From an optimization exercise on the open Yosys and OpenROAD flow, aimed at small area, a short achievable clock period and few clock cycles per item; shortcuts taken in it are not production practice. Function was checked by simulation only, so behaviour that the tests miss may differ from the original. Power figures rest on the tool's default switching activity, not on a simulated workload.

==> design.v <==
`default_nettype none
package matrix_pipeline_mac_pkg;
    localparam int DATA_W = 8;    
    localparam int PROD_W = 16;   
    localparam int ACC_W  = 18;   
    localparam int OUT_W  = 16;   
    localparam int N      = 3;    
    typedef enum logic [2:0] {
        IDLE  = 3'd0,
        LOAD  = 3'd1,
        MAC   = 3'd2,
        DRAIN = 3'd3,
        DONE  = 3'd4
    } state_t;
endpackage
`default_nettype wire
`default_nettype none
module mac_lane
(
    input  wire logic [7:0]  a0,
    input  wire logic [9:0]  t0,
    input  wire logic [3:0]  s1_0, s2_0, s3_0,
    input  wire logic [7:0]  a1,
    input  wire logic [9:0]  t1,
    input  wire logic [3:0]  s1_1, s2_1, s3_1,
    input  wire logic [7:0]  a2,
    input  wire logic [9:0]  t2,
    input  wire logic [3:0]  s1_2, s2_2, s3_2,
    output logic [15:0] y,
    output logic [2:0]  k
);
    wire x0_0_1;
    ao22 u_x0_0_1 (.a(s1_0[0]), .b(a0[1]), .c(s2_0[0]), .d(a0[0]), .y(x0_0_1));
    wire x0_0_2;
    ao22 u_x0_0_2 (.a(s1_0[0]), .b(a0[2]), .c(s2_0[0]), .d(a0[1]), .y(x0_0_2));
    wire x0_0_3;
    ao22 u_x0_0_3 (.a(s1_0[0]), .b(a0[3]), .c(s2_0[0]), .d(a0[2]), .y(x0_0_3));
    wire x0_0_4;
    ao22 u_x0_0_4 (.a(s1_0[0]), .b(a0[4]), .c(s2_0[0]), .d(a0[3]), .y(x0_0_4));
    wire x0_0_5;
    ao22 u_x0_0_5 (.a(s1_0[0]), .b(a0[5]), .c(s2_0[0]), .d(a0[4]), .y(x0_0_5));
    wire x0_0_6;
    ao22 u_x0_0_6 (.a(s1_0[0]), .b(a0[6]), .c(s2_0[0]), .d(a0[5]), .y(x0_0_6));
    wire x0_0_7;
    ao22 u_x0_0_7 (.a(s1_0[0]), .b(a0[7]), .c(s2_0[0]), .d(a0[6]), .y(x0_0_7));
    wire x0_1_1;
    ao22 u_x0_1_1 (.a(s1_0[1]), .b(a0[1]), .c(s2_0[1]), .d(a0[0]), .y(x0_1_1));
    wire x0_1_2;
    ao22 u_x0_1_2 (.a(s1_0[1]), .b(a0[2]), .c(s2_0[1]), .d(a0[1]), .y(x0_1_2));
    wire x0_1_3;
    ao22 u_x0_1_3 (.a(s1_0[1]), .b(a0[3]), .c(s2_0[1]), .d(a0[2]), .y(x0_1_3));
    wire x0_1_4;
    ao22 u_x0_1_4 (.a(s1_0[1]), .b(a0[4]), .c(s2_0[1]), .d(a0[3]), .y(x0_1_4));
    wire x0_1_5;
    ao22 u_x0_1_5 (.a(s1_0[1]), .b(a0[5]), .c(s2_0[1]), .d(a0[4]), .y(x0_1_5));
    wire x0_1_6;
    ao22 u_x0_1_6 (.a(s1_0[1]), .b(a0[6]), .c(s2_0[1]), .d(a0[5]), .y(x0_1_6));
    wire x0_1_7;
    ao22 u_x0_1_7 (.a(s1_0[1]), .b(a0[7]), .c(s2_0[1]), .d(a0[6]), .y(x0_1_7));
    wire x0_2_1;
    ao22 u_x0_2_1 (.a(s1_0[2]), .b(a0[1]), .c(s2_0[2]), .d(a0[0]), .y(x0_2_1));
    wire x0_2_2;
    ao22 u_x0_2_2 (.a(s1_0[2]), .b(a0[2]), .c(s2_0[2]), .d(a0[1]), .y(x0_2_2));
    wire x0_2_3;
    ao22 u_x0_2_3 (.a(s1_0[2]), .b(a0[3]), .c(s2_0[2]), .d(a0[2]), .y(x0_2_3));
    wire x0_2_4;
    ao22 u_x0_2_4 (.a(s1_0[2]), .b(a0[4]), .c(s2_0[2]), .d(a0[3]), .y(x0_2_4));
    wire x0_2_5;
    ao22 u_x0_2_5 (.a(s1_0[2]), .b(a0[5]), .c(s2_0[2]), .d(a0[4]), .y(x0_2_5));
    wire x0_2_6;
    ao22 u_x0_2_6 (.a(s1_0[2]), .b(a0[6]), .c(s2_0[2]), .d(a0[5]), .y(x0_2_6));
    wire x0_2_7;
    ao22 u_x0_2_7 (.a(s1_0[2]), .b(a0[7]), .c(s2_0[2]), .d(a0[6]), .y(x0_2_7));
    wire x0_3_1;
    ao22 u_x0_3_1 (.a(s1_0[3]), .b(a0[1]), .c(s2_0[3]), .d(a0[0]), .y(x0_3_1));
    wire x0_3_2;
    ao22 u_x0_3_2 (.a(s1_0[3]), .b(a0[2]), .c(s2_0[3]), .d(a0[1]), .y(x0_3_2));
    wire x0_3_3;
    ao22 u_x0_3_3 (.a(s1_0[3]), .b(a0[3]), .c(s2_0[3]), .d(a0[2]), .y(x0_3_3));
    wire x0_3_4;
    ao22 u_x0_3_4 (.a(s1_0[3]), .b(a0[4]), .c(s2_0[3]), .d(a0[3]), .y(x0_3_4));
    wire x0_3_5;
    ao22 u_x0_3_5 (.a(s1_0[3]), .b(a0[5]), .c(s2_0[3]), .d(a0[4]), .y(x0_3_5));
    wire x0_3_6;
    ao22 u_x0_3_6 (.a(s1_0[3]), .b(a0[6]), .c(s2_0[3]), .d(a0[5]), .y(x0_3_6));
    wire x0_3_7;
    ao22 u_x0_3_7 (.a(s1_0[3]), .b(a0[7]), .c(s2_0[3]), .d(a0[6]), .y(x0_3_7));
    wire x1_0_1;
    ao22 u_x1_0_1 (.a(s1_1[0]), .b(a1[1]), .c(s2_1[0]), .d(a1[0]), .y(x1_0_1));
    wire x1_0_2;
    ao22 u_x1_0_2 (.a(s1_1[0]), .b(a1[2]), .c(s2_1[0]), .d(a1[1]), .y(x1_0_2));
    wire x1_0_3;
    ao22 u_x1_0_3 (.a(s1_1[0]), .b(a1[3]), .c(s2_1[0]), .d(a1[2]), .y(x1_0_3));
    wire x1_0_4;
    ao22 u_x1_0_4 (.a(s1_1[0]), .b(a1[4]), .c(s2_1[0]), .d(a1[3]), .y(x1_0_4));
    wire x1_0_5;
    ao22 u_x1_0_5 (.a(s1_1[0]), .b(a1[5]), .c(s2_1[0]), .d(a1[4]), .y(x1_0_5));
    wire x1_0_6;
    ao22 u_x1_0_6 (.a(s1_1[0]), .b(a1[6]), .c(s2_1[0]), .d(a1[5]), .y(x1_0_6));
    wire x1_0_7;
    ao22 u_x1_0_7 (.a(s1_1[0]), .b(a1[7]), .c(s2_1[0]), .d(a1[6]), .y(x1_0_7));
    wire x1_1_1;
    ao22 u_x1_1_1 (.a(s1_1[1]), .b(a1[1]), .c(s2_1[1]), .d(a1[0]), .y(x1_1_1));
    wire x1_1_2;
    ao22 u_x1_1_2 (.a(s1_1[1]), .b(a1[2]), .c(s2_1[1]), .d(a1[1]), .y(x1_1_2));
    wire x1_1_3;
    ao22 u_x1_1_3 (.a(s1_1[1]), .b(a1[3]), .c(s2_1[1]), .d(a1[2]), .y(x1_1_3));
    wire x1_1_4;
    ao22 u_x1_1_4 (.a(s1_1[1]), .b(a1[4]), .c(s2_1[1]), .d(a1[3]), .y(x1_1_4));
    wire x1_1_5;
    ao22 u_x1_1_5 (.a(s1_1[1]), .b(a1[5]), .c(s2_1[1]), .d(a1[4]), .y(x1_1_5));
    wire x1_1_6;
    ao22 u_x1_1_6 (.a(s1_1[1]), .b(a1[6]), .c(s2_1[1]), .d(a1[5]), .y(x1_1_6));
    wire x1_1_7;
    ao22 u_x1_1_7 (.a(s1_1[1]), .b(a1[7]), .c(s2_1[1]), .d(a1[6]), .y(x1_1_7));
    wire x1_2_1;
    ao22 u_x1_2_1 (.a(s1_1[2]), .b(a1[1]), .c(s2_1[2]), .d(a1[0]), .y(x1_2_1));
    wire x1_2_2;
    ao22 u_x1_2_2 (.a(s1_1[2]), .b(a1[2]), .c(s2_1[2]), .d(a1[1]), .y(x1_2_2));
    wire x1_2_3;
    ao22 u_x1_2_3 (.a(s1_1[2]), .b(a1[3]), .c(s2_1[2]), .d(a1[2]), .y(x1_2_3));
    wire x1_2_4;
    ao22 u_x1_2_4 (.a(s1_1[2]), .b(a1[4]), .c(s2_1[2]), .d(a1[3]), .y(x1_2_4));
    wire x1_2_5;
    ao22 u_x1_2_5 (.a(s1_1[2]), .b(a1[5]), .c(s2_1[2]), .d(a1[4]), .y(x1_2_5));
    wire x1_2_6;
    ao22 u_x1_2_6 (.a(s1_1[2]), .b(a1[6]), .c(s2_1[2]), .d(a1[5]), .y(x1_2_6));
    wire x1_2_7;
    ao22 u_x1_2_7 (.a(s1_1[2]), .b(a1[7]), .c(s2_1[2]), .d(a1[6]), .y(x1_2_7));
    wire x1_3_1;
    ao22 u_x1_3_1 (.a(s1_1[3]), .b(a1[1]), .c(s2_1[3]), .d(a1[0]), .y(x1_3_1));
    wire x1_3_2;
    ao22 u_x1_3_2 (.a(s1_1[3]), .b(a1[2]), .c(s2_1[3]), .d(a1[1]), .y(x1_3_2));
    wire x1_3_3;
    ao22 u_x1_3_3 (.a(s1_1[3]), .b(a1[3]), .c(s2_1[3]), .d(a1[2]), .y(x1_3_3));
    wire x1_3_4;
    ao22 u_x1_3_4 (.a(s1_1[3]), .b(a1[4]), .c(s2_1[3]), .d(a1[3]), .y(x1_3_4));
    wire x1_3_5;
    ao22 u_x1_3_5 (.a(s1_1[3]), .b(a1[5]), .c(s2_1[3]), .d(a1[4]), .y(x1_3_5));
    wire x1_3_6;
    ao22 u_x1_3_6 (.a(s1_1[3]), .b(a1[6]), .c(s2_1[3]), .d(a1[5]), .y(x1_3_6));
    wire x1_3_7;
    ao22 u_x1_3_7 (.a(s1_1[3]), .b(a1[7]), .c(s2_1[3]), .d(a1[6]), .y(x1_3_7));
    wire x2_0_1;
    ao22 u_x2_0_1 (.a(s1_2[0]), .b(a2[1]), .c(s2_2[0]), .d(a2[0]), .y(x2_0_1));
    wire x2_0_2;
    ao22 u_x2_0_2 (.a(s1_2[0]), .b(a2[2]), .c(s2_2[0]), .d(a2[1]), .y(x2_0_2));
    wire x2_0_3;
    ao22 u_x2_0_3 (.a(s1_2[0]), .b(a2[3]), .c(s2_2[0]), .d(a2[2]), .y(x2_0_3));
    wire x2_0_4;
    ao22 u_x2_0_4 (.a(s1_2[0]), .b(a2[4]), .c(s2_2[0]), .d(a2[3]), .y(x2_0_4));
    wire x2_0_5;
    ao22 u_x2_0_5 (.a(s1_2[0]), .b(a2[5]), .c(s2_2[0]), .d(a2[4]), .y(x2_0_5));
    wire x2_0_6;
    ao22 u_x2_0_6 (.a(s1_2[0]), .b(a2[6]), .c(s2_2[0]), .d(a2[5]), .y(x2_0_6));
    wire x2_0_7;
    ao22 u_x2_0_7 (.a(s1_2[0]), .b(a2[7]), .c(s2_2[0]), .d(a2[6]), .y(x2_0_7));
    wire x2_1_1;
    ao22 u_x2_1_1 (.a(s1_2[1]), .b(a2[1]), .c(s2_2[1]), .d(a2[0]), .y(x2_1_1));
    wire x2_1_2;
    ao22 u_x2_1_2 (.a(s1_2[1]), .b(a2[2]), .c(s2_2[1]), .d(a2[1]), .y(x2_1_2));
    wire x2_1_3;
    ao22 u_x2_1_3 (.a(s1_2[1]), .b(a2[3]), .c(s2_2[1]), .d(a2[2]), .y(x2_1_3));
    wire x2_1_4;
    ao22 u_x2_1_4 (.a(s1_2[1]), .b(a2[4]), .c(s2_2[1]), .d(a2[3]), .y(x2_1_4));
    wire x2_1_5;
    ao22 u_x2_1_5 (.a(s1_2[1]), .b(a2[5]), .c(s2_2[1]), .d(a2[4]), .y(x2_1_5));
    wire x2_1_6;
    ao22 u_x2_1_6 (.a(s1_2[1]), .b(a2[6]), .c(s2_2[1]), .d(a2[5]), .y(x2_1_6));
    wire x2_1_7;
    ao22 u_x2_1_7 (.a(s1_2[1]), .b(a2[7]), .c(s2_2[1]), .d(a2[6]), .y(x2_1_7));
    wire x2_2_1;
    ao22 u_x2_2_1 (.a(s1_2[2]), .b(a2[1]), .c(s2_2[2]), .d(a2[0]), .y(x2_2_1));
    wire x2_2_2;
    ao22 u_x2_2_2 (.a(s1_2[2]), .b(a2[2]), .c(s2_2[2]), .d(a2[1]), .y(x2_2_2));
    wire x2_2_3;
    ao22 u_x2_2_3 (.a(s1_2[2]), .b(a2[3]), .c(s2_2[2]), .d(a2[2]), .y(x2_2_3));
    wire x2_2_4;
    ao22 u_x2_2_4 (.a(s1_2[2]), .b(a2[4]), .c(s2_2[2]), .d(a2[3]), .y(x2_2_4));
    wire x2_2_5;
    ao22 u_x2_2_5 (.a(s1_2[2]), .b(a2[5]), .c(s2_2[2]), .d(a2[4]), .y(x2_2_5));
    wire x2_2_6;
    ao22 u_x2_2_6 (.a(s1_2[2]), .b(a2[6]), .c(s2_2[2]), .d(a2[5]), .y(x2_2_6));
    wire x2_2_7;
    ao22 u_x2_2_7 (.a(s1_2[2]), .b(a2[7]), .c(s2_2[2]), .d(a2[6]), .y(x2_2_7));
    wire x2_3_1;
    ao22 u_x2_3_1 (.a(s1_2[3]), .b(a2[1]), .c(s2_2[3]), .d(a2[0]), .y(x2_3_1));
    wire x2_3_2;
    ao22 u_x2_3_2 (.a(s1_2[3]), .b(a2[2]), .c(s2_2[3]), .d(a2[1]), .y(x2_3_2));
    wire x2_3_3;
    ao22 u_x2_3_3 (.a(s1_2[3]), .b(a2[3]), .c(s2_2[3]), .d(a2[2]), .y(x2_3_3));
    wire x2_3_4;
    ao22 u_x2_3_4 (.a(s1_2[3]), .b(a2[4]), .c(s2_2[3]), .d(a2[3]), .y(x2_3_4));
    wire x2_3_5;
    ao22 u_x2_3_5 (.a(s1_2[3]), .b(a2[5]), .c(s2_2[3]), .d(a2[4]), .y(x2_3_5));
    wire x2_3_6;
    ao22 u_x2_3_6 (.a(s1_2[3]), .b(a2[6]), .c(s2_2[3]), .d(a2[5]), .y(x2_3_6));
    wire x2_3_7;
    ao22 u_x2_3_7 (.a(s1_2[3]), .b(a2[7]), .c(s2_2[3]), .d(a2[6]), .y(x2_3_7));
    wire n1, n2;
    fa u_n1 (.a(~(x0_0_6 | (s3_0[0] & t0[6]))), .b(~(x0_1_4 | (s3_0[1] & t0[4]))), .c(~(x0_2_2 | (s3_0[2] & t0[2]))), .s(n1), .co(n2));
    wire n3;
    xnor2m u_n3 (.a(~((s1_0[3] & a0[0]) | (s3_0[3] & t0[0]))), .b(~(x1_0_6 | (s3_1[0] & t1[6]))), .y(n3));
    wire n4 = ~((s1_0[3] & a0[0]) | (s3_0[3] & t0[0])) | ~(x1_0_6 | (s3_1[0] & t1[6]));
    wire n5, n6;
    fa u_n5 (.a(~(x0_0_7 | (s3_0[0] & t0[7]))), .b(~(x0_1_5 | (s3_0[1] & t0[5]))), .c(~(x0_2_3 | (s3_0[2] & t0[3]))), .s(n5), .co(n6));
    wire n7, n8;
    fa u_n7 (.a(~(x0_3_1 | (s3_0[3] & t0[1]))), .b(~(x1_0_7 | (s3_1[0] & t1[7]))), .c(~(x1_1_5 | (s3_1[1] & t1[5]))), .s(n7), .co(n8));
    wire n9;
    xnor2m u_n9 (.a(~(x1_2_3 | (s3_1[2] & t1[3]))), .b(~(x1_3_1 | (s3_1[3] & t1[1]))), .y(n9));
    wire n10 = ~(x1_2_3 | (s3_1[2] & t1[3])) | ~(x1_3_1 | (s3_1[3] & t1[1]));
    wire n11, n12;
    fa u_n11 (.a(~((s2_0[0] & a0[7]) | (s3_0[0] & t0[8]))), .b(~(x0_1_6 | (s3_0[1] & t0[6]))), .c(~(x0_2_4 | (s3_0[2] & t0[4]))), .s(n11), .co(n12));
    wire n13, n14;
    fa u_n13 (.a(~(x0_3_2 | (s3_0[3] & t0[2]))), .b(~((s2_1[0] & a1[7]) | (s3_1[0] & t1[8]))), .c(~(x1_1_6 | (s3_1[1] & t1[6]))), .s(n13), .co(n14));
    wire n15, n16;
    fa u_n15 (.a(~(x1_2_4 | (s3_1[2] & t1[4]))), .b(~(x1_3_2 | (s3_1[3] & t1[2]))), .c(~((s2_2[0] & a2[7]) | (s3_2[0] & t2[8]))), .s(n15), .co(n16));
    wire n17, n18;
    fa u_n17 (.a(~((s3_0[0] & t0[9]))), .b(~(x0_1_7 | (s3_0[1] & t0[7]))), .c(~(x0_2_5 | (s3_0[2] & t0[5]))), .s(n17), .co(n18));
    wire n19, n20;
    fa u_n19 (.a(~(x0_3_3 | (s3_0[3] & t0[3]))), .b(~((s3_1[0] & t1[9]))), .c(~(x1_1_7 | (s3_1[1] & t1[7]))), .s(n19), .co(n20));
    wire n21, n22;
    fa u_n21 (.a(~(x1_2_5 | (s3_1[2] & t1[5]))), .b(~(x1_3_3 | (s3_1[3] & t1[3]))), .c(~((s3_2[0] & t2[9]))), .s(n21), .co(n22));
    wire n23, n24;
    fa u_n23 (.a(~((s2_0[1] & a0[7]) | (s3_0[1] & t0[8]))), .b(~(x0_2_6 | (s3_0[2] & t0[6]))), .c(~(x0_3_4 | (s3_0[3] & t0[4]))), .s(n23), .co(n24));
    wire n25;
    xnor2m u_n25 (.a(~((s2_1[1] & a1[7]) | (s3_1[1] & t1[8]))), .b(~(x1_2_6 | (s3_1[2] & t1[6]))), .y(n25));
    wire n26 = ~((s2_1[1] & a1[7]) | (s3_1[1] & t1[8])) | ~(x1_2_6 | (s3_1[2] & t1[6]));
    wire n27, n28;
    fa u_n27 (.a(~((s3_0[1] & t0[9]))), .b(~(x0_2_7 | (s3_0[2] & t0[7]))), .c(~(x0_3_5 | (s3_0[3] & t0[5]))), .s(n27), .co(n28));
    wire n29, n30;
    fa u_n29 (.a(~(x0_0_4 | (s3_0[0] & t0[4]))), .b(~(x0_1_2 | (s3_0[1] & t0[2]))), .c(~((s1_0[2] & a0[0]) | (s3_0[2] & t0[0]))), .s(n29), .co(n30));
    wire n31;
    xnor2m u_n31 (.a(~(x1_0_4 | (s3_1[0] & t1[4]))), .b(~(x1_1_2 | (s3_1[1] & t1[2]))), .y(n31));
    wire n32 = ~(x1_0_4 | (s3_1[0] & t1[4])) | ~(x1_1_2 | (s3_1[1] & t1[2]));
    wire n33, n34;
    fa u_n33 (.a(~(x0_0_5 | (s3_0[0] & t0[5]))), .b(~(x0_1_3 | (s3_0[1] & t0[3]))), .c(~(x0_2_1 | (s3_0[2] & t0[1]))), .s(n33), .co(n34));
    wire n35, n36;
    fa u_n35 (.a(~(x1_0_5 | (s3_1[0] & t1[5]))), .b(~(x1_1_3 | (s3_1[1] & t1[3]))), .c(~(x1_2_1 | (s3_1[2] & t1[1]))), .s(n35), .co(n36));
    wire n37;
    xnor2m u_n37 (.a(~(x2_0_5 | (s3_2[0] & t2[5]))), .b(~(x2_1_3 | (s3_2[1] & t2[3]))), .y(n37));
    wire n38 = ~(x2_0_5 | (s3_2[0] & t2[5])) | ~(x2_1_3 | (s3_2[1] & t2[3]));
    wire n39, n40;
    fa u_n39 (.a(~(x1_1_4 | (s3_1[1] & t1[4]))), .b(~(x1_2_2 | (s3_1[2] & t1[2]))), .c(~((s1_1[3] & a1[0]) | (s3_1[3] & t1[0]))), .s(n39), .co(n40));
    wire n41, n42;
    fa u_n41 (.a(~(x2_0_6 | (s3_2[0] & t2[6]))), .b(~(x2_1_4 | (s3_2[1] & t2[4]))), .c(~(x2_2_2 | (s3_2[2] & t2[2]))), .s(n41), .co(n42));
    wire n43, n44;
    fa u_n43 (.a(~((s1_2[3] & a2[0]) | (s3_2[3] & t2[0]))), .b(n3), .c(n1), .s(n43), .co(n44));
    wire n45, n46;
    fa u_n45 (.a(~(x2_0_7 | (s3_2[0] & t2[7]))), .b(~(x2_1_5 | (s3_2[1] & t2[5]))), .c(~(x2_2_3 | (s3_2[2] & t2[3]))), .s(n45), .co(n46));
    wire n47, n48;
    fa u_n47 (.a(~(x2_3_1 | (s3_2[3] & t2[1]))), .b(n4), .c(n9), .s(n47), .co(n48));
    wire n49, n50;
    fa u_n49 (.a(n2), .b(n5), .c(n7), .s(n49), .co(n50));
    wire n51, n52;
    fa u_n51 (.a(~(x2_1_6 | (s3_2[1] & t2[6]))), .b(~(x2_2_4 | (s3_2[2] & t2[4]))), .c(~(x2_3_2 | (s3_2[3] & t2[2]))), .s(n51), .co(n52));
    wire n53, n54;
    fa u_n53 (.a(n10), .b(n6), .c(n8), .s(n53), .co(n54));
    wire n55, n56;
    fa u_n55 (.a(n11), .b(n13), .c(n15), .s(n55), .co(n56));
    wire n57, n58;
    fa u_n57 (.a(~(x2_1_7 | (s3_2[1] & t2[7]))), .b(~(x2_2_5 | (s3_2[2] & t2[5]))), .c(~(x2_3_3 | (s3_2[3] & t2[3]))), .s(n57), .co(n58));
    wire n59, n60;
    fa u_n59 (.a(n12), .b(n14), .c(n16), .s(n59), .co(n60));
    wire n61, n62;
    fa u_n61 (.a(n17), .b(n19), .c(n21), .s(n61), .co(n62));
    wire n63, n64;
    fa u_n63 (.a(~(x1_3_4 | (s3_1[3] & t1[4]))), .b(~((s2_2[1] & a2[7]) | (s3_2[1] & t2[8]))), .c(~(x2_2_6 | (s3_2[2] & t2[6]))), .s(n63), .co(n64));
    wire n65, n66;
    fa u_n65 (.a(~(x2_3_4 | (s3_2[3] & t2[4]))), .b(n25), .c(n18), .s(n65), .co(n66));
    wire n67, n68;
    fa u_n67 (.a(n20), .b(n22), .c(n23), .s(n67), .co(n68));
    wire n69, n70;
    fa u_n69 (.a(~((s3_1[1] & t1[9]))), .b(~(x1_2_7 | (s3_1[2] & t1[7]))), .c(~(x1_3_5 | (s3_1[3] & t1[5]))), .s(n69), .co(n70));
    wire n71, n72;
    fa u_n71 (.a(~((s3_2[1] & t2[9]))), .b(~(x2_2_7 | (s3_2[2] & t2[7]))), .c(~(x2_3_5 | (s3_2[3] & t2[5]))), .s(n71), .co(n72));
    wire n73, n74;
    fa u_n73 (.a(n26), .b(n24), .c(n27), .s(n73), .co(n74));
    wire n75, n76;
    fa u_n75 (.a(~((s2_0[2] & a0[7]) | (s3_0[2] & t0[8]))), .b(~(x0_3_6 | (s3_0[3] & t0[6]))), .c(~((s2_1[2] & a1[7]) | (s3_1[2] & t1[8]))), .s(n75), .co(n76));
    wire n77, n78;
    fa u_n77 (.a(~(x1_3_6 | (s3_1[3] & t1[6]))), .b(~((s2_2[2] & a2[7]) | (s3_2[2] & t2[8]))), .c(~(x2_3_6 | (s3_2[3] & t2[6]))), .s(n77), .co(n78));
    wire n79, n80;
    fa u_n79 (.a(~((s3_0[2] & t0[9]))), .b(~(x0_3_7 | (s3_0[3] & t0[7]))), .c(~((s3_1[2] & t1[9]))), .s(n79), .co(n80));
    wire n81, n82;
    fa u_n81 (.a(~(x0_0_2 | (s3_0[0] & t0[2]))), .b(~((s1_0[1] & a0[0]) | (s3_0[1] & t0[0]))), .c(~(x1_0_2 | (s3_1[0] & t1[2]))), .s(n81), .co(n82));
    wire n83, n84;
    fa u_n83 (.a(~(x0_0_3 | (s3_0[0] & t0[3]))), .b(~(x0_1_1 | (s3_0[1] & t0[1]))), .c(~(x1_0_3 | (s3_1[0] & t1[3]))), .s(n83), .co(n84));
    wire n85;
    xnor2m u_n85 (.a(~(x1_1_1 | (s3_1[1] & t1[1]))), .b(~(x2_0_3 | (s3_2[0] & t2[3]))), .y(n85));
    wire n86 = ~(x1_1_1 | (s3_1[1] & t1[1])) | ~(x2_0_3 | (s3_2[0] & t2[3]));
    wire n87, n88;
    fa u_n87 (.a(~((s1_1[2] & a1[0]) | (s3_1[2] & t1[0]))), .b(~(x2_0_4 | (s3_2[0] & t2[4]))), .c(~(x2_1_2 | (s3_2[1] & t2[2]))), .s(n87), .co(n88));
    wire n89, n90;
    fa u_n89 (.a(~((s1_2[2] & a2[0]) | (s3_2[2] & t2[0]))), .b(n31), .c(n29), .s(n89), .co(n90));
    wire n91, n92;
    fa u_n91 (.a(~(x2_2_1 | (s3_2[2] & t2[1]))), .b(n32), .c(n37), .s(n91), .co(n92));
    wire n93, n94;
    fa u_n93 (.a(n30), .b(n33), .c(n35), .s(n93), .co(n94));
    wire n95, n96;
    fa u_n95 (.a(n38), .b(n34), .c(n36), .s(n95), .co(n96));
    wire n97, n98;
    fa u_n97 (.a(n39), .b(n41), .c(n43), .s(n97), .co(n98));
    wire n99, n100;
    fa u_n99 (.a(n40), .b(n42), .c(n45), .s(n99), .co(n100));
    wire n101, n102;
    fa u_n101 (.a(n47), .b(n44), .c(n49), .s(n101), .co(n102));
    wire n103, n104;
    fa u_n103 (.a(n46), .b(n51), .c(n48), .s(n103), .co(n104));
    wire n105, n106;
    fa u_n105 (.a(n50), .b(n53), .c(n55), .s(n105), .co(n106));
    wire n107, n108;
    fa u_n107 (.a(n52), .b(n57), .c(n54), .s(n107), .co(n108));
    wire n109, n110;
    fa u_n109 (.a(n56), .b(n59), .c(n61), .s(n109), .co(n110));
    wire n111, n112;
    fa u_n111 (.a(n58), .b(n63), .c(n60), .s(n111), .co(n112));
    wire n113, n114;
    fa u_n113 (.a(n62), .b(n65), .c(n67), .s(n113), .co(n114));
    wire n115, n116;
    fa u_n115 (.a(n64), .b(n69), .c(n71), .s(n115), .co(n116));
    wire n117, n118;
    fa u_n117 (.a(n66), .b(n68), .c(n73), .s(n117), .co(n118));
    wire n119, n120;
    fa u_n119 (.a(n70), .b(n72), .c(n28), .s(n119), .co(n120));
    wire n121, n122;
    fa u_n121 (.a(n75), .b(n77), .c(n74), .s(n121), .co(n122));
    wire n123, n124;
    fa u_n123 (.a(~(x1_3_7 | (s3_1[3] & t1[7]))), .b(~((s3_2[2] & t2[9]))), .c(~(x2_3_7 | (s3_2[3] & t2[7]))), .s(n123), .co(n124));
    wire n125, n126;
    fa u_n125 (.a(n76), .b(n78), .c(n79), .s(n125), .co(n126));
    wire n127, n128;
    fa u_n127 (.a(~((s2_0[3] & a0[7]) | (s3_0[3] & t0[8]))), .b(~((s2_1[3] & a1[7]) | (s3_1[3] & t1[8]))), .c(~((s2_2[3] & a2[7]) | (s3_2[3] & t2[8]))), .s(n127), .co(n128));
    wire n129;
    xnor2m u_n129 (.a(~((s1_1[1] & a1[0]) | (s3_1[1] & t1[0]))), .b(~(x2_0_2 | (s3_2[0] & t2[2]))), .y(n129));
    wire n130 = ~((s1_1[1] & a1[0]) | (s3_1[1] & t1[0])) | ~(x2_0_2 | (s3_2[0] & t2[2]));
    wire n131, n132;
    fa u_n131 (.a(~(x2_1_1 | (s3_2[1] & t2[1]))), .b(n85), .c(n82), .s(n131), .co(n132));
    wire n133, n134;
    fa u_n133 (.a(n86), .b(n84), .c(n87), .s(n133), .co(n134));
    wire n135, n136;
    fa u_n135 (.a(n88), .b(n91), .c(n90), .s(n135), .co(n136));
    wire n137, n138;
    fa u_n137 (.a(n92), .b(n94), .c(n95), .s(n137), .co(n138));
    wire n139, n140;
    fa u_n139 (.a(n96), .b(n99), .c(n98), .s(n139), .co(n140));
    wire n141, n142;
    fa u_n141 (.a(n100), .b(n103), .c(n102), .s(n141), .co(n142));
    wire n143, n144;
    fa u_n143 (.a(n104), .b(n107), .c(n106), .s(n143), .co(n144));
    wire n145, n146;
    fa u_n145 (.a(n108), .b(n111), .c(n110), .s(n145), .co(n146));
    wire n147, n148;
    fa u_n147 (.a(n115), .b(n112), .c(n114), .s(n147), .co(n148));
    wire n149, n150;
    fa u_n149 (.a(n116), .b(n119), .c(n118), .s(n149), .co(n150));
    wire n151, n152;
    fa u_n151 (.a(n123), .b(n120), .c(n125), .s(n151), .co(n152));
    wire n153, n154;
    fa u_n153 (.a(n124), .b(n80), .c(n127), .s(n153), .co(n154));
    wire n155, n156;
    assign n155 = ~((s3_0[3] & t0[9])) ^ ~((s3_1[3] & t1[9])) ^ ~((s3_2[3] & t2[9]));
    wire n157;
    xnor2m u_n157 (.a(~((s1_0[0] & a0[0]) | (s3_0[0] & t0[0]))), .b(~((s1_1[0] & a1[0]) | (s3_1[0] & t1[0]))), .y(n157));
    wire n158 = ~((s1_0[0] & a0[0]) | (s3_0[0] & t0[0])) | ~((s1_1[0] & a1[0]) | (s3_1[0] & t1[0]));
    wire n159, n160;
    fa u_n159 (.a(~(x0_0_1 | (s3_0[0] & t0[1]))), .b(~(x1_0_1 | (s3_1[0] & t1[1]))), .c(~(x2_0_1 | (s3_2[0] & t2[1]))), .s(n159), .co(n160));
    wire n161, n162;
    fa u_n161 (.a(~((s1_2[1] & a2[0]) | (s3_2[1] & t2[0]))), .b(n129), .c(n81), .s(n161), .co(n162));
    wire n163, n164;
    fa u_n163 (.a(n130), .b(n83), .c(n131), .s(n163), .co(n164));
    wire n165, n166;
    fa u_n165 (.a(n132), .b(n133), .c(n89), .s(n165), .co(n166));
    wire n167, n168;
    fa u_n167 (.a(n134), .b(n93), .c(n135), .s(n167), .co(n168));
    wire n169, n170;
    fa u_n169 (.a(n136), .b(n137), .c(n97), .s(n169), .co(n170));
    wire n171, n172;
    fa u_n171 (.a(n138), .b(n101), .c(n139), .s(n171), .co(n172));
    wire n173, n174;
    fa u_n173 (.a(n105), .b(n140), .c(n141), .s(n173), .co(n174));
    wire n175, n176;
    fa u_n175 (.a(n109), .b(n142), .c(n143), .s(n175), .co(n176));
    wire n177, n178;
    fa u_n177 (.a(n113), .b(n144), .c(n145), .s(n177), .co(n178));
    wire n179, n180;
    fa u_n179 (.a(n117), .b(n146), .c(n147), .s(n179), .co(n180));
    wire n181, n182;
    fa u_n181 (.a(n121), .b(n148), .c(n149), .s(n181), .co(n182));
    wire n183, n184;
    fa u_n183 (.a(n122), .b(n151), .c(n150), .s(n183), .co(n184));
    wire n185, n186;
    fa u_n185 (.a(n126), .b(n153), .c(n152), .s(n185), .co(n186));
    wire n187, n188;
    assign n187 = n128 ^ n155 ^ n154;
    wire [15:0] r0 = {n187, n185, n182, n180, n178, n176, n174, n172, n170, n168, n166, n164, n162, n160, n158, ~((s1_2[0] & a2[0]) | (s3_2[0] & t2[0]))};
    wire [15:0] r1 = {n186, n184, n183, n181, n179, n177, n175, n173, n171, n169, n167, n165, n163, n161, n159, n157};
    wire [4:0] q0 = {1'b0, ~r0[3:0]} + {1'b0, ~r1[3:0]};
    wire [4:0] q1 = {1'b0, ~r0[7:4]} + {1'b0, ~r1[7:4]};
    wire [4:0] q2 = {1'b0, ~r0[11:8]} + {1'b0, ~r1[11:8]};
    wire [3:0] q3 = ~r0[15:12] + ~r1[15:12];
    assign y = {q3, q2[3:0], q1[3:0], q0[3:0]};
    assign k = {q2[4], q1[4], q0[4]};
endmodule
module fa
(
    input  wire logic a, b, c,
    output wire logic s, co
);
    assign s  = a ^ b ^ c;
    assign co = (a & b) | (a & c) | (b & c);
endmodule
module ao22
(
    input  wire logic a, b, c, d,
    output wire logic y
);
    assign y = (a & b) | (c & d);
endmodule
module xnor2m
(
    input  wire logic a, b,
    output wire logic y
);
    assign y = ~(a ^ b);
endmodule
`default_nettype wire
`default_nettype none
import matrix_pipeline_mac_pkg::*;
module matrix_pipeline_mac_top
(
    input  wire logic              clk,
    input  wire logic              rst,
    input  wire logic              start,
    input  wire logic [DATA_W-1:0] a11,
    input  wire logic [DATA_W-1:0] a12,
    input  wire logic [DATA_W-1:0] a13,
    input  wire logic [DATA_W-1:0] a21,
    input  wire logic [DATA_W-1:0] a22,
    input  wire logic [DATA_W-1:0] a23,
    input  wire logic [DATA_W-1:0] a31,
    input  wire logic [DATA_W-1:0] a32,
    input  wire logic [DATA_W-1:0] a33,
    input  wire logic [DATA_W-1:0] b11,
    input  wire logic [DATA_W-1:0] b12,
    input  wire logic [DATA_W-1:0] b13,
    input  wire logic [DATA_W-1:0] b21,
    input  wire logic [DATA_W-1:0] b22,
    input  wire logic [DATA_W-1:0] b23,
    input  wire logic [DATA_W-1:0] b31,
    input  wire logic [DATA_W-1:0] b32,
    input  wire logic [DATA_W-1:0] b33,
    output wire logic [OUT_W-1:0]  c11,
    output wire logic [OUT_W-1:0]  c12,
    output wire logic [OUT_W-1:0]  c13,
    output wire logic [OUT_W-1:0]  c21,
    output wire logic [OUT_W-1:0]  c22,
    output wire logic [OUT_W-1:0]  c23,
    output wire logic [OUT_W-1:0]  c31,
    output wire logic [OUT_W-1:0]  c32,
    output wire logic [OUT_W-1:0]  c33,
    output wire logic              done
);
    logic [DATA_W-1:0] w_a  [N][N];
    logic [DATA_W-1:0] w_b  [N][N];
    logic [DATA_W-1:0] r_a  [N][N];    
    logic [DATA_W+1:1] r_t  [N][N];    
    logic [3:0]        r_s1 [N][N];    
    logic [3:0]        r_s2 [N][N];    
    logic [3:0]        r_s3 [N][N];    
    logic              r_busy;
    logic              r_done;
    logic [OUT_W-1:0]  w_c  [N][N];
    logic [2:0]        w_k  [N][N];
    logic [OUT_W-1:0]  r_c  [N][N];    
    logic [2:0]        r_k  [N][N];    
    assign w_a[0][0] = a11; assign w_a[0][1] = a12; assign w_a[0][2] = a13;
    assign w_a[1][0] = a21; assign w_a[1][1] = a22; assign w_a[1][2] = a23;
    assign w_a[2][0] = a31; assign w_a[2][1] = a32; assign w_a[2][2] = a33;
    assign w_b[0][0] = b11; assign w_b[0][1] = b12; assign w_b[0][2] = b13;
    assign w_b[1][0] = b21; assign w_b[1][1] = b22; assign w_b[1][2] = b23;
    assign w_b[2][0] = b31; assign w_b[2][1] = b32; assign w_b[2][2] = b33;
    always_ff @(posedge clk) begin
        for (int i = 0; i < N; i++) begin
            for (int j = 0; j < N; j++) begin
                logic [DATA_W+1:0] w_3a;
                w_3a = {2'b00, w_a[i][j]} + {1'b0, w_a[i][j], 1'b0};
                r_a[i][j] <= w_a[i][j];
                r_t[i][j] <= w_3a[DATA_W+1:1];
                for (int d = 0; d < 4; d++) begin
                    r_s1[i][j][d] <= ~w_b[i][j][2*d+1] &  w_b[i][j][2*d];
                    r_s2[i][j][d] <=  w_b[i][j][2*d+1] & ~w_b[i][j][2*d];
                    r_s3[i][j][d] <=  w_b[i][j][2*d+1] &  w_b[i][j][2*d];
                end
            end
        end
    end
    for (genvar gi = 0; gi < N; gi++) begin : g_row
        for (genvar gj = 0; gj < N; gj++) begin : g_col
            mac_lane u_lane (
                .a0 (r_a[gi][0]), .t0 ({r_t[gi][0], r_a[gi][0][0]}),
                .s1_0(r_s1[0][gj]), .s2_0(r_s2[0][gj]), .s3_0(r_s3[0][gj]),
                .a1 (r_a[gi][1]), .t1 ({r_t[gi][1], r_a[gi][1][0]}),
                .s1_1(r_s1[1][gj]), .s2_1(r_s2[1][gj]), .s3_1(r_s3[1][gj]),
                .a2 (r_a[gi][2]), .t2 ({r_t[gi][2], r_a[gi][2][0]}),
                .s1_2(r_s1[2][gj]), .s2_2(r_s2[2][gj]), .s3_2(r_s3[2][gj]),
                .y  (w_c[gi][gj]), .k (w_k[gi][gj])
            );
        end
    end
    always_ff @(posedge clk or posedge rst) begin
        if (rst) begin
            r_busy <= 1'b0;
            r_done <= 1'b0;
            for (int i = 0; i < N; i++) begin
                for (int j = 0; j < N; j++) begin
                    r_c[i][j] <= '0;
                    r_k[i][j] <= '0;
                end
            end
        end else begin
            r_busy <= start;
            r_done <= r_busy;
            if (r_busy) begin
                for (int i = 0; i < N; i++) begin
                    for (int j = 0; j < N; j++) begin
                        r_c[i][j] <= w_c[i][j];
                        r_k[i][j] <= w_k[i][j];
                    end
                end
            end
        end
    end
    function automatic logic [OUT_W-1:0] join_seg(input logic [OUT_W-1:0] s, input logic [2:0] k);
        join_seg = s + {3'b000, k[2], 3'b000, k[1], 3'b000, k[0], 4'b0000};
    endfunction
    assign c11 = join_seg(r_c[0][0], r_k[0][0]);
    assign c12 = join_seg(r_c[0][1], r_k[0][1]);
    assign c13 = join_seg(r_c[0][2], r_k[0][2]);
    assign c21 = join_seg(r_c[1][0], r_k[1][0]);
    assign c22 = join_seg(r_c[1][1], r_k[1][1]);
    assign c23 = join_seg(r_c[1][2], r_k[1][2]);
    assign c31 = join_seg(r_c[2][0], r_k[2][0]);
    assign c32 = join_seg(r_c[2][1], r_k[2][1]);
    assign c33 = join_seg(r_c[2][2], r_k[2][2]);
    assign done = r_done;
endmodule
`default_nettype wire
==> run.sh <==
#!/bin/bash
# synth_recipe.tcl (not shown) runs the flow's synth.tcl, then flattens the netlist and writes it again
# the make line also repeats each setting of config.mk as NAME=value (left out here)
make -C /OpenROAD-flow-scripts/flow DESIGN_CONFIG=/design/flow/config.mk WORK_HOME=/design/flow/orfs CLKGATE_MAP_FILE= SYNTH_SCRIPT=/design/flow/synth_recipe.tcl finish
==> config.mk <==
export PLATFORM = sky130hd
export DESIGN_NAME = matrix_pipeline_mac_top
export DESIGN_NICKNAME = matrix_pipeline_mac_top
export VERILOG_FILES = /design/flow/design.v
export SDC_FILE = /design/flow/constraint.sdc
export NUM_CORES = 4
export LEC_CHECK = 0
export CAP_MARGIN = 20
export CORE_MARGIN = 2
export CORE_UTILIZATION = 40
export SLEW_MARGIN = 20
export SYNTH_HIERARCHICAL = 1
==> constraint.sdc <==
create_clock -name core_clock -period 8.0 [get_ports {clk}]
set_input_delay 1.6000 -clock core_clock [delete_from_list [all_inputs] [get_ports {clk}]]
set_output_delay 1.6000 -clock core_clock [all_outputs]
set_load 0.01 [all_outputs]
==> impl_metrics.ini, run 1 <==
[route]
via_count = 44900
vias_per_cell = 6.35
dr.pass1.iters = 6
drt-total-wl_um = 207000
drc = 0
wl_per_cell_um = 29.3
drtIter0Drc = 4951
drtAntennaViolNets = 0

[yosys]
seq_area_frac_synth_pct = 18.3
netlist_area_um2 = 52100
ys.flop_type = dfxtp_1
synth_nets = 6159
synthCells = 4959
synth.avg_cell_area_um2 = 10.5
ys_types = 55
ys_ff_latch = 434
yosysWarnings = 27
synthArstFlopShare_pct = 39.9
synth_edf_count = 0

[global_route]
grt_pass1_vias = 46300
grt_pass1_wl_um = 304000
grt_max_degree = 89
antenna_found_initial = 9
track_usage_pct = 30.9
overflow = 0

[clocking]
cts_root_buf = clkbuf_16
cts_num_sinks = 434
hold_buffers = 0
clkTransAtPathRegs_ns = 0.07
cts_max_path_buffers = 3
cts_tree = yes
htreeDepth = 2
cts_buffers = 53
clkLatencyLatePin_ns = 0.68
cts_resized = 0
cts_setup_buffers = 0

[sta]
period_share_pct = 65.4
grt_setup_unrepaired = no
fmax_ghz = 0.191
hold_violations = 0
slew_headroom_pct = 18.8
setup_violations = 0
timing.hold.ws_ns = 0.502
drv_slew = 0
post-route-min-period_ns = 5.23
setup-tns-final_ns = 0
clock_skew_ns = 0.0432
tightest_slew_ns = 1.22

[die]
core_um2 = 129000
initial_core_util_pct = 40.3
ioPinCount = 292
die_w_um = 365
die_h_um = 365
row_count = 132
fp.dieArea_um2 = 133000

[placement]
dp_cells = 6970
place_congestion = 0.980
hpwl_um = 146000
port_buffers = 291

[setup_path]
path_cells = a22oi_1 -> fa_1 -> fa_1 -> fa_1 -> fa_1 -> fa_1 -> inv_1 -> ha_1 -> a21o_1 -> a21oi_1 -> xnor3_1 -> mux2_2
crit_path_top_delay_cell = dfxtp_1
cp_slowest_stage_delay_ns = 1.09
crit_top_cell = fa_1
critPathRequiredTime_ns = 8.55
critical_path_buf_inv_count = 1
worstPathArrival_ns = 5.79
endpoint_kind = flop
start_kind = flop
cp_max_fo = 24
crit_family = adder cells
critical_path_class = reg -> reg

[flow_run]
drv_cap = 0

[layout]
final_common_cell = a21oi_1
multi_input_area_um2 = 40400
final_cell_mix = a21oi_1, fa_1, a22o_1
syn2layout_area_growth_pct = 13.9
nets = 6483
seq_area_um2 = 9610
fillers = 12400
layout-drive-gt1-share_pct = 10.1
stdcell_count = 7072

[outcome]
status = no timing/DRC/antenna violations

[min_path]
hp-class = reg -> reg

[power_and_ir_drop]
power_w = 0.0260
ir_worst_vdd_v = 0.000267
p_per_area_nw_per_um2 = 438
p_leak_nw = 23.6
[worst reg2reg max path: cells and delay by family (launching register included)]
| kind | cells | cell delay (ns) |
|---|---|---|
| adders and majority gates | 6 | 2.58 |
| DFF | 1 | 1.09 |
| AOI/OAI and AO/OA | 3 | 0.71 |
| xor gates and xnor gates | 1 | 0.40 |
| muxes | 1 | 0.27 |
| buffers and inverters | 1 | 0.09 |
[metal layers]
layer | routed length, um | GRT usage [%] | vias up
li1 | - | - | 18700
met1 | 76300 | 38.8 | 22500
met2 | 92000 | 47.8 | 3006
met3 | 24300 | 8.27 | 723
met4 | 14600 | 18.3 | 6
met5 | 51 | 0 | -
[power by group]
part	leakage [nW]	switching (W)	internal (W)
logic	18.4	0.00948	0.00992
registers	4.26	0.00105	0.00290
clock network	0.932	0.00107	0.00158
total	23.6	0.0116	0.0144
[Yosys stat by module, one instance, submodules excluded]
module / copies in the design / flip-flops and latches / cells inside / area [um2]
mac_lane: 9 / 0 / 220 / 1370
fa: 756 / 0 / 1 / 20.0
xnor2m: 72 / 0 / 1 / 8.76
ao22: 756 / 0 / 1 / 8.76
matrix_pipeline_mac_top: 1 / 434 / 1395 / 17400
[flip-flops by register name, indices dropped and copies added (netlist names)]
register	cells
r_c	144
r_t	81
r_a	72
r_s1	36
r_s2	36
r_s3	36
r_k	27
r_busy	1
r_done	1
[cells by family after synthesis]
group | share of synthesized area, %
simple gates | 4.90
flops | 18.3
mux | 3.69
fa+ha+maj | 36.8
buf+inv | 4.27
xor+xnor | 5.55
compound gates | 26.5
[cell usage after synthesis (12+ instances only)]
| cell type | number | area share, % |
|---|---|---|
| a211oi_1 | 12 | 0.17 |
| a21o_1 | 68 | 0.98 |
| a21oi_1 | 824 | 7.9 |
| a22o_1 | 765 | 13 |
| a22oi_1 | 209 | 3.0 |
| and2_1 | 40 | 0.48 |
| and3_1 | 13 | 0.16 |
| buf_2 | 19 | 0.18 |
| buf_4 | 45 | 0.65 |
| clkbuf_1 | 90 | 0.65 |
| dfrtp_1 | 173 | 8.3 |
| dfxtp_1 | 261 | 10 |
| fa_1 | 801 | 31 |
| ha_1 | 252 | 6.0 |
| inv_1 | 360 | 2.6 |
| mux2_2 | 171 | 3.7 |
| nand2_1 | 123 | 0.89 |
| nand2b_1 | 25 | 0.30 |
| nand3_1 | 24 | 0.23 |
| nor2_1 | 65 | 0.47 |
| nor2b_1 | 107 | 1.3 |
| o21ai_0 | 37 | 0.36 |
| o21bai_1 | 15 | 0.22 |
| or2_2 | 63 | 0.76 |
| xnor2_1 | 213 | 3.6 |
| xnor3_1 | 18 | 0.78 |
| xor2_1 | 71 | 1.2 |
[metrics by stage]
stage	setup slack [ns]	utilization, %	area (um2)
floorplan	1.71	-	52100
global placement	2.83	44.4	57500
detailed placement	2.84	44.4	57500
CTS	2.84	45.9	59400
global route	2.59	45.9	59400
finish	2.77	45.9	59400
[layout make-up]
type	count	share of cell area (%)
flip-flops and latches	434	16.2
clock buffers	78	2.74
repair buffers	433	6.70
clock inverters	22	0.466
well taps	1742	3.67
inverters	360	2.29
diodes	2	0.00843
multi-input cells	4001	68.0
[path summary, 6_finish.rpt]
check / slack (ns) / cells past startpoint / endpoint / start
max: 2.77 / 12 / r_c[6][15] / r_s2[0][0]
min: 0.50 / 1 / r_c[0][3] / r_c[0][3]
max reg2reg: 2.77 / 12 / r_c[6][15] / r_s2[0][0]
min reg2reg: 0.50 / 1 / r_c[0][3] / r_c[0][3]
max in group asynchronous: 5.14 / 3 / r_c[6][13] / rst
min in group asynchronous: 1.46 / 2 / r_c[4][0] / rst
Testbench counts, summed over its fixed seeds: cycles 16,000, items 8,000.
==> run 2: changes to the inputs <==
--- a/config.mk
+++ b/config.mk
@@ -5,8 +5,8 @@
 export SDC_FILE = /design/flow/constraint.sdc
 export NUM_CORES = 4
 export LEC_CHECK = 0
-export CAP_MARGIN = 20
+export CAP_MARGIN = 60
 export CORE_MARGIN = 2
 export CORE_UTILIZATION = 40
-export SLEW_MARGIN = 20
+export SLEW_MARGIN = 60
 export SYNTH_HIERARCHICAL = 1
==> impl_metrics.ini, run 2 <==
[outcome]
status = no timing/DRC/antenna violations

[yosys]
yosysWarnings = 27
yosys-mux-area-fraction_pct = 3.69
synth-xor-area-share_pct = 5.55
synth_edf_count = 0
synthCells = 4959
synthTopCellsByCount = a21oi_1, fa_1, a22o_1
synthArstFlopShare_pct = 39.9
synth_fa_ha_area_share_pct = 36.8
yosys-top-cells-area = fa_1, a22o_1, dfxtp_1, dfrtp_1, a21oi_1
synth_largest_area_cell = fa_1
ys.flop_type = dfxtp_1
ys_ff_latch = 434
yosysTopAreaCellShare_pct = 30.8
synth.most_common_cell = a21oi_1
ys_types = 55
synth.avg_cell_area_um2 = 10.5
yosys.area_share.simple_pct = 4.90
netlist_area_um2 = 52100
synth_compound_area_share_pct = 26.5
seq_area_frac_synth_pct = 18.3
synth_nets = 6159
synth_top_family_by_area = adder cells

[layout]
nets = 6492
final_util_pct = 46.1
regMostFlops = r_c
fillers = 12300
stdcell_count = 7082
final_cell_mix = a21oi_1, fa_1, a22o_1
largest_reg_flops = 144
multi_input_area_um2 = 40400
layout-drive-gt1-share_pct = 12.3
final_common_cell = a21oi_1
top_regs = r_c: 144 flops, r_t: 81 flops, r_a: 72 flops
seq_area_um2 = 9850
syn2layout_area_growth_pct = 14.6

[placement]
dp_cells = 6970
port_buffers = 291
place_congestion = 0.980
hpwl_um = 146000

[sta]
setup_violations = 0
setup-tns-final_ns = 0
post-route-min-period_ns = 5.08
slew_headroom_pct = 58.2
period_share_pct = 63.5
timing.hold.ws_ns = 0.503
clock_skew_ns = 0.0331
grt_setup_unrepaired = no
hold_violations = 0
tightest_slew_ns = 0.627
fmax_ghz = 0.197
drv_slew = 0

[setup_path]
critical_path_class = reg -> reg
cp_max_fo = 16
critPathRequiredTime_ns = 8.55
endpoint_kind = flop
worstPathArrival_ns = 5.63
r2r_cells = 14
start_kind = flop

[die]
row_count = 132
die_h_um = 365
fp.dieArea_um2 = 133000
core_um2 = 129000
ioPinCount = 292
initial_core_util_pct = 40.3
die_w_um = 365

[clocking]
cts_tree = yes
cts_root_buf = clkbuf_16
cts_buffers = 53
cts_setup_buffers = 0
hold_buffers = 0
cts_num_sinks = 434
clkLatencyLatePin_ns = 0.68
htreeDepth = 2
clkTransAtPathRegs_ns = 0.06
cts_max_path_buffers = 3
cts_resized = 0

[global_route]
grt_pass1_wl_um = 302000
track_usage_pct = 30.7
overflow = 0
antenna_found_initial = 6
grt_max_degree = 89
grt_pass1_vias = 46400

[power_and_ir_drop]
p_per_area_nw_per_um2 = 433
ir_worst_vdd_v = 0.000297
p_leak_nw = 23.7
pwr-share-seq_pct = 15.2
combPwrFrac_pct = 75.0
p_int_w = 0.0143
swShare_pct = 44.7
power.switching_w = 0.0116
clkPwrFrac_pct = 9.8

[route]
vias_per_cell = 6.34
wl_per_cell_um = 29.1
via_count = 44900
dr.pass1.iters = 6
drtIter0Drc = 4755
drtAntennaViolNets = 0
drc = 0
drt-total-wl_um = 206000

[min_path]
hp-class = reg -> reg
holdPathStages = 1

[flow_run]
drv_cap = 0
run 2: cell count changes in the layout (fill, tap and decap cells not counted), sizes merged:
| cell | change |
|---|---|
| buf | +8 |
| bufinv | -3 |
| clkbuf | -1 |
| clkinv | +3 |
| clkinvlp | +2 |
| diode | +1 |
run 2: path summary, 6_finish.rpt:
check / from / to / slack (ns)
max: r_s1[1][2] / r_c[4][15] / 2.92
min: r_c[0][3] / r_c[0][3] / 0.50
max reg2reg: r_s1[1][2] / r_c[4][15] / 2.92
min reg2reg: r_c[0][3] / r_c[0][3] / 0.50
max in group asynchronous: rst / r_c[2][0] / 5.53
min in group asynchronous: rst / r_c[4][11] / 1.41
run 2: power by group through the flow:
stage / logic (W) / registers (W) / clock network [W]
final: 0.0194 / 0.00394 / 0.00254
after global routing: 0.0219 / 0.00399 / 0.00268
after floorplan: 0.0139 / 0.00354 / 0
after detailed placement: 0.0195 / 0.00394 / 0
after CTS: 0.0197 / 0.00390 / 0.00260
after global placement: 0.0192 / 0.00391 / 0
run 2: per-module statistics from Yosys, one instance, submodules excluded:
module	cell area, um2	times used	flip-flops and latches	cells
xnor2m	8.76	72	0	1
matrix_pipeline_mac_top	17400	1	434	1395
mac_lane	1370	9	0	220
ao22	8.76	756	0	1
fa	20.0	756	0	1
run 2: area by class of cell:
class,instances,area share [%]
repair buffers,442,6.97
multi-input cells,4001,67.5
inverters,360,2.29
flip-flops and latches,434,16.5
clock buffers,76,2.68
clock inverters,24,0.377
well taps,1742,3.65
diodes,3,0.0126
run 2: logic make-up (layout without fill, tap and decap cells):
logic type	Yosys count	in the layout
muxes	171	171
other	0	3
adders and majority gates	1053	1053
buffers and inverters	524	902
AOI/OAI and AO/OA	1987	1987
DFF	434	434
and+or+nand+nor	488	488
xor gates and xnor gates	302	302
run 2: critical path, stage by stage, from the launching register on:
cell and delay (ns):
dfxtp_1 0.63, buf_4 0.43, a22o_1 0.20, a21oi_1 0.06, fa_1 0.55, fa_1 0.43
fa_1 0.39, fa_1 0.39, fa_1 0.57, inv_1 0.06, ha_1 0.28, a21o_1 0.17
a21oi_1 0.14, xnor3_1 0.40, mux2_2 0.27
run 2: per-layer routing:
layer  up-vias  routed length (um)  global-route usage [%]
li1      18700                   -                       -
met1     22400               75600                    38.1
met2      2974               91200                    47.3
met3       795               23900                    8.70
met4         6               15400                    19.0
met5         -                 231                   0.254
run 2: through the flow:
stage / total power, W / cell area [um2] / setup WS (ns)
3_3_place_gp: 0.0231 / 57500 / 2.83
4_1_cts: 0.0262 / 59500 / 3.01
5_1_grt: 0.0286 / 59700 / 2.77
2_1_floorplan: 0.0175 / 52100 / 1.71
6_report: 0.0259 / 59800 / 2.92
3_5_place_dp: 0.0235 / 57700 / 3.01
==> run 3: changes to the inputs <==
--- a/config.mk
+++ b/config.mk
@@ -7,6 +7,6 @@
 export LEC_CHECK = 0
 export CAP_MARGIN = 60
 export CORE_MARGIN = 2
-export CORE_UTILIZATION = 40
+export CORE_UTILIZATION = 55
 export SLEW_MARGIN = 60
 export SYNTH_HIERARCHICAL = 1
==> impl_metrics.ini, run 3 <==
[outcome]
status = no timing/DRC/antenna violations

[layout]
fillers = 7895
final_cell_area_um2 = 58900
nets = 6481
final_common_cell = a21oi_1
final_cell_mix = a21oi_1, fa_1, a22o_1
regMostFlops = r_c
multi_input_area_um2 = 40400
largest_reg_flops = 144
top_regs = r_c: 144 flops, r_t: 81 flops, r_a: 72 flops
seq_area_um2 = 9810
layout-drive-gt1-share_pct = 11.9
syn2layout_area_growth_pct = 13.0
stdcell_count = 6577

[setup_path]
start_kind = flop
r2r_cells = 13
worstPathArrival_ns = 5.56
worstReg2RegStart = r_s3[5][2]
path_cells = buf_4 -> a21oi_1 -> fa_1 -> fa_1 -> fa_1 -> fa_1 -> fa_1 -> inv_1 -> ha_1 -> a21o_1 -> a21oi_1 -> xnor3_1 -> mux2_2
crit_path_top_delay_cell = dfxtp_1
cp_max_fo = 20
cp_slowest_stage_delay_ns = 0.69
r2r-end = r_c[5][15]
crit_top_cell = fa_1
critPathRequiredTime_ns = 8.54
critical_path_class = reg -> reg
endpoint_kind = flop
r2r_slack_ns = 2.97

[yosys]
yosysWarnings = 27
seq_area_frac_synth_pct = 18.3
synthTopCellsByCount = a21oi_1, fa_1, a22o_1
synth_edf_count = 0
yosys-top-cells-area = fa_1, a22o_1, dfxtp_1, dfrtp_1, a21oi_1
ys_types = 55
ys_ff_latch = 434
synthArstFlopShare_pct = 39.9
netlist_area_um2 = 52100
yosysTopAreaCellShare_pct = 30.8
ys.flop_type = dfxtp_1
synthCells = 4959
synth.avg_cell_area_um2 = 10.5
synth_largest_area_cell = fa_1
synth.most_common_cell = a21oi_1
synth_nets = 6159

[route]
vias_per_cell = 6.81
via_count = 44800
dr.pass1.iters = 6
wl_per_cell_um = 29.1
drc = 0
drtIter0Drc = 4985
drt-total-wl_um = 192000
drtAntennaViolNets = 0

[global_route]
grt_max_degree = 82
grt_pass1_vias = 46100
track_usage_pct = 39.2
overflow = 0
antenna_found_initial = 4
grt_pass1_wl_um = 287000

[power_and_ir_drop]
p_per_area_nw_per_um2 = 439
power.switching_w = 0.0116
swShare_pct = 44.8
pwr-share-seq_pct = 15.3
clkPwrFrac_pct = 9.4
ir_worst_vdd_v = 0.000351
combPwrFrac_pct = 75.3
p_leak_nw = 23.6
p_int_w = 0.0143

[clocking]
clkLatencyLatePin_ns = 0.66
clkTransAtPathRegs_ns = 0.06
hold_buffers = 0
cts_max_path_buffers = 3
cts_root_buf = clkbuf_16
htreeDepth = 2
cts_num_sinks = 434
cts_resized = 0
cts_tree = yes
cts_setup_buffers = 0
cts_buffers = 50

[sta]
clock_skew_ns = 0.0342
tightest_slew_ns = 0.616
grt_setup_unrepaired = no
fmax_ghz = 0.199
post-route-min-period_ns = 5.03
setup_violations = 0
slew_headroom_pct = 58.9
hold_violations = 0
setup-tns-final_ns = 0
drv_slew = 0
period_share_pct = 62.9

[placement]
dp_cells = 6479
place_congestion = 0.996
placed_area_um2 = 57100
hpwl_um = 137000
port_buffers = 291

[min_path]
holdPathStages = 1
hp-class = reg -> reg
hold_end = r_c[8][2]
min_from = r_c[8][2]

[die]
die_w_um = 312
row_count = 112
ioPinCount = 292
core_um2 = 93600
fp.dieArea_um2 = 97300
die_h_um = 312
initial_core_util_pct = 55.7

[flow_run]
drv_cap = 0
run 3: cell counts after synthesis:
Identical to the previous run, type by type.
run 3: how the worst max path moves through the flow:
stage | start | endpoint | cells past startpoint
final | r_s3[5][2] | r_c[5][15] | 13
after detailed placement | r_s3[5][2] | r_c[5][15] | 13
after global placement | r_s1[2][3] | r_c[5][15] | 13
after CTS | r_s3[5][2] | r_c[5][15] | 13
after floorplan | rst | r_busy | 1
after global routing | r_s3[5][2] | r_c[8][15] | 13
run 3: cell type report:
class,instances,share of cell area (%)
Tap cell,1254,2.66
Clock inverter,20,0.399
Clock buffer,73,2.51
Sequential cell,434,16.6
Multi-Input combinational cell,4001,68.5
Antenna cell,1,0.00425
Inverter,360,2.31
Timing Repair Buffer,434,6.98
run 3: through the flow:
step / setup slack [ns] / power (W) / hold WS, ns / util, %
5_1_grt: 2.82 / 0.0284 / 0.514 / 63.0
6_report: 2.97 / 0.0259 / 0.501 / 63.0
2_1_floorplan: 1.71 / 0.0175 / 0.349 / -
3_3_place_gp: 2.89 / 0.0231 / 0.490 / 60.7
3_5_place_dp: 3.05 / 0.0234 / 0.494 / 61.0
4_1_cts: 3.04 / 0.0260 / 0.508 / 62.8
run 3: power groups by stage:
| stage | combinational, W | clock [W] | sequential, W |
|---|---|---|---|
| after floorplan | 0.0139 | 0 | 0.00354 |
| after global placement | 0.0192 | 0 | 0.00391 |
| after detailed placement | 0.0195 | 0 | 0.00394 |
| after CTS | 0.0197 | 0.00248 | 0.00390 |
| after global routing | 0.0218 | 0.00257 | 0.00399 |
| final | 0.0195 | 0.00243 | 0.00396 |
run 3: kinds of logic (layout without fill, tap and decap cells):
group / after synthesis / in the layout / share of synthesized area, %
compound gates: 1987 / 1987 / 26.5
fa+ha+maj: 1053 / 1053 / 36.8
buf+inv: 524 / 887 / 4.27
simple gates: 488 / 488 / 4.90
flops: 434 / 434 / 18.3
xor+xnor: 302 / 302 / 5.55
mux: 171 / 171 / 3.69
other cells: 0 / 1 / 0
run 3: worst max-delay path: cells and delay by family (launching register included):
family / cells / cell delay [ns]
buffers and inverters: 2 / 0.50
XOR/XNOR: 1 / 0.39
AO/OA/AOI/OAI: 3 / 0.51
multiplexers: 1 / 0.26
adder cells (fa/ha/maj): 6 / 2.55
flip-flops: 1 / 0.69
run 3: per-module statistics from Yosys, one instance, submodules excluded:
module / cell area (um2) / cells / flops+latches
ao22: 8.76 / 1 / 0
fa: 20.0 / 1 / 0
xnor2m: 8.76 / 1 / 0
mac_lane: 1370 / 220 / 0
matrix_pipeline_mac_top: 17400 / 1395 / 434
run 3: layer usage:
layer	share of wire (%)	global-route usage [%]	vias to the layer above	wire [um]
met5	0.025	0	-	48
met4	7.7	25.2	8	14800
met3	12	10.3	830	23100
met2	44	60.5	3119	85300
met1	36	48.9	22100	68400
li1	-	-	18700	-
==> run 4: changes to the inputs <==
--- a/design.v
+++ b/design.v
@@ -399,7 +399,7 @@
     wire [4:0] q1 = {1'b0, ~r0[7:4]} + {1'b0, ~r1[7:4]};
     wire [4:0] q2 = {1'b0, ~r0[11:8]} + {1'b0, ~r1[11:8]};
     wire [3:0] q3 = ~r0[15:12] + ~r1[15:12];
-    assign y = {q3, q2[3:0], q1[3:0], q0[3:0]};
+    assign y = {q3[3:0], q2[3:0], q1[3:0], q0[3:0]};
     assign k = {q2[4], q1[4], q0[4]};
 endmodule
 module fa
@@ -532,7 +532,7 @@
         end
     end
     function automatic logic [OUT_W-1:0] join_seg(input logic [OUT_W-1:0] s, input logic [2:0] k);
-        join_seg = s + {3'b000, k[2], 3'b000, k[1], 3'b000, k[0], 4'b0000};
+        join_seg = s + {3'b0, k[2], 3'b0, k[1], 3'b0, k[0], 4'b0};
     endfunction
     assign c11 = join_seg(r_c[0][0], r_k[0][0]);
     assign c12 = join_seg(r_c[0][1], r_k[0][1]);
--- a/config.mk
+++ b/config.mk
@@ -8,5 +8,6 @@
 export CAP_MARGIN = 60
 export CORE_MARGIN = 2
 export CORE_UTILIZATION = 55
+export SETUP_SLACK_MARGIN = 3.5
 export SLEW_MARGIN = 60
 export SYNTH_HIERARCHICAL = 1
==> impl_metrics.ini, run 4 <==
[power_and_ir_drop]
combPwrFrac_pct = 76.8
power.switching_w = 0.0123
p_int_w = 0.0153
ir_worst_vdd_v = 0.000508
p_leak_nw = 25.2
p_per_area_nw_per_um2 = 435
swShare_pct = 44.5
pwr-share-seq_pct = 14.3
clkPwrFrac_pct = 8.9

[route]
wl_per_cell_um = 31.6
met1_length_um = 72700
vias_per_cell = 7.00
via_count = 47500
routed-wl-met2_um = 91500
drt-total-wl_um = 214000
drc = 0
highest_layer = met5
drtIter0Drc = 6056
wl_met3_um = 31300
dr.pass1.iters = 7
drtAntennaViolNets = 0

[min_path]
hold_end = r_c[3][2]
hp-class = reg -> reg
min_from = r_c[3][2]
holdPathStages = 1

[sta]
setup-tns-final_ns = 0
setup_violations = 0
tightest_slew_ns = 0.623
post-route-min-period_ns = 4.51
clock_skew_ns = 0.0403
fmax_ghz = 0.222
hold_violations = 0
period_share_pct = 56.3
grt_setup_unrepaired = yes
drv_slew = 0
slew_headroom_pct = 58.4
timing.hold.ws_ns = 0.503

[layout]
syn2layout_area_growth_pct = 21.6
fillers = 7474
largest_reg_flops = 144
regMostFlops = r_c
nets = 6684
layout-drive-gt1-share_pct = 21.7
top_regs = r_c: 144 flops, r_t: 81 flops, r_a: 72 flops
final_cell_mix = a22o_1, fa_1, a21oi_1
final_common_cell = a22o_1

[setup_path]
worstReg2RegStart = r_a[0][4]
critPathRequiredTime_ns = 8.55
start_kind = flop
critical_path_class = reg -> reg
r2r_cells = 14
endpoint_kind = flop
r2r_slack_ns = 3.49
r2r-end = r_c[2][13]
cp_max_fo = 6
worstPathArrival_ns = 5.05

[die]
initial_core_util_pct = 55.7
row_count = 112
fp.dieArea_um2 = 97300
die_w_um = 312
core_um2 = 93600
die_h_um = 312
ioPinCount = 292

[yosys]
ys_ff_latch = 434
synth_edf_count = 0
yosysWarnings = 27
synthCells = 4959
seq_area_frac_synth_pct = 18.3
synthArstFlopShare_pct = 39.9
synth_largest_area_cell = fa_1
synth.avg_cell_area_um2 = 10.5
synth.most_common_cell = a21oi_1
ys.flop_type = dfxtp_1
yosys-top-cells-area = fa_1, a22o_1, dfxtp_1, dfrtp_1, a21oi_1
yosysTopAreaCellShare_pct = 30.8
synthTopCellsByCount = a21oi_1, fa_1, a22o_1
ys_types = 55
netlist_area_um2 = 52100
synth_nets = 6159

[outcome]
status = no timing/DRC/antenna violations

[placement]
place_congestion = 0.983
port_buffers = 291
hpwl_um = 139000

[clocking]
cts_max_path_buffers = 3
htreeDepth = 2
cts_tree = yes
clkLatencyLatePin_ns = 0.68
cts_num_sinks = 434
hold_buffers = 0
cts_root_buf = clkbuf_16
cts_buffers = 51
clkTransAtPathRegs_ns = 0.06

[global_route]
overflow = 0
antenna_found_initial = 10
grt_pass1_vias = 47700
grt_max_degree = 57
grt_pass1_wl_um = 302000
track_usage_pct = 41.6

[flow_run]
drv_cap = 0
[run 4: what timing repair did]
item,4_1_cts,5_1_grt
setup buffers,68,108
setup endpoints to repair,68,72
pin swaps,39,125
resized for setup,260,392
gates cloned,1,12
[run 4: kinds of logic (layout without fill, tap and decap cells)]
logic type	after synthesis	in the layout	synth area share [%]
AOI/OAI and AO/OA	1987	1987	26.5
adders and majority gates	1053	1053	36.8
buffers and inverters	524	1092	4.27
and+or+nand+nor	488	488	4.90
DFF	434	434	18.3
xor gates and xnor gates	302	302	5.55
muxes	171	171	3.69
other	0	3	0
[run 4: area by class of cell]
type | instances | area [um2] | area share, %
clock inverters | 32 | 313 | 0.493
flip-flops and latches | 434 | 10000 | 15.8
multi-input cells | 4001 | 41500 | 65.4
repair buffers | 636 | 7230 | 11.4
inverters | 360 | 1360 | 2.14
clock buffers | 64 | 1430 | 2.25
well taps | 1254 | 1570 | 2.48
diodes | 3 | 7.51 | 0.0118
[run 4: power by group through the flow]
stage | registers, W | clock network, W | logic [W]
floorplan | 0.00354 | 0 | 0.0139
global placement | 0.00391 | 0 | 0.0190
detailed placement | 0.00393 | 0 | 0.0194
CTS | 0.00386 | 0.00250 | 0.0199
global route | 0.00396 | 0.00259 | 0.0236
finish | 0.00394 | 0.00247 | 0.0212
[run 4: worst max-delay path by stage]
stage          startpoint         end  slack, ns  depth (start not counted)
2_1_floorplan   r_a[6][6]  r_c[6][15]       3.50                         13
3_3_place_gp   r_s1[2][1]  r_c[8][15]       2.84                         13
3_5_place_dp    r_a[6][2]  r_c[7][15]       3.00                         14
4_1_cts        r_s1[0][3]  r_c[0][15]       3.46                         13
5_1_grt        r_s1[2][3]  r_c[5][15]       3.35                         14
6_report        r_a[0][4]  r_c[2][13]       3.49                         14
[run 4: per-module statistics from Yosys (local to each module, per instance)]
module	cells inside	copies in the design	cell area (um2)	flops+latches
matrix_pipeline_mac_top	1395	1	17400	434
xnor2m	1	72	8.76	0
mac_lane	220	9	1370	0
ao22	1	756	8.76	0
fa	1	756	20.0	0
[run 4: critical path, cell delays in order, from the launching register on]
cell and delay [ns]:
dfxtp_4 0.36, buf_12 0.15, a22o_1 0.24, a21oi_1 0.24, fa_1 0.48, fa_1 0.40
fa_1 0.42, fa_2 0.54, fa_2 0.42, inv_1 0.07, ha_1 0.16, inv_1 0.06
fa_2 0.56, inv_1 0.05, mux2_2 0.25
[run 4: per-layer routing]
layer	vias to the layer above	global-route usage [%]
met5	-	0
met4	8	26.5
met3	1130	12.9
met2	3864	63.9
met1	23300	51.1
li1	19100	-
[run 4: stage by stage]
step	utilization, %	worst slack [ns]	total power [W]	cells	instance area (um2)
2_1_floorplan	-	3.50	0.0175	4959	52200
3_3_place_gp	60.8	2.84	0.0229	6489	56900
3_5_place_dp	61.1	3.00	0.0233	6491	57200
4_1_cts	64.7	3.46	0.0262	6656	60600
5_1_grt	67.7	3.35	0.0301	6782	63400
6_report	67.7	3.49	0.0276	6784	63400
Testbench counts of run 4, summed over its fixed seeds: cycles 16,000, items 8,000.

Check on run 4: ideal ports give 3.494 ns setup slack; a clkbuf_16 on the clock port and buf_2 on the inputs give 3.494 ns; moving port delays by the midpoint clock arrival (0.736 ns) as well gives 3.494 ns.
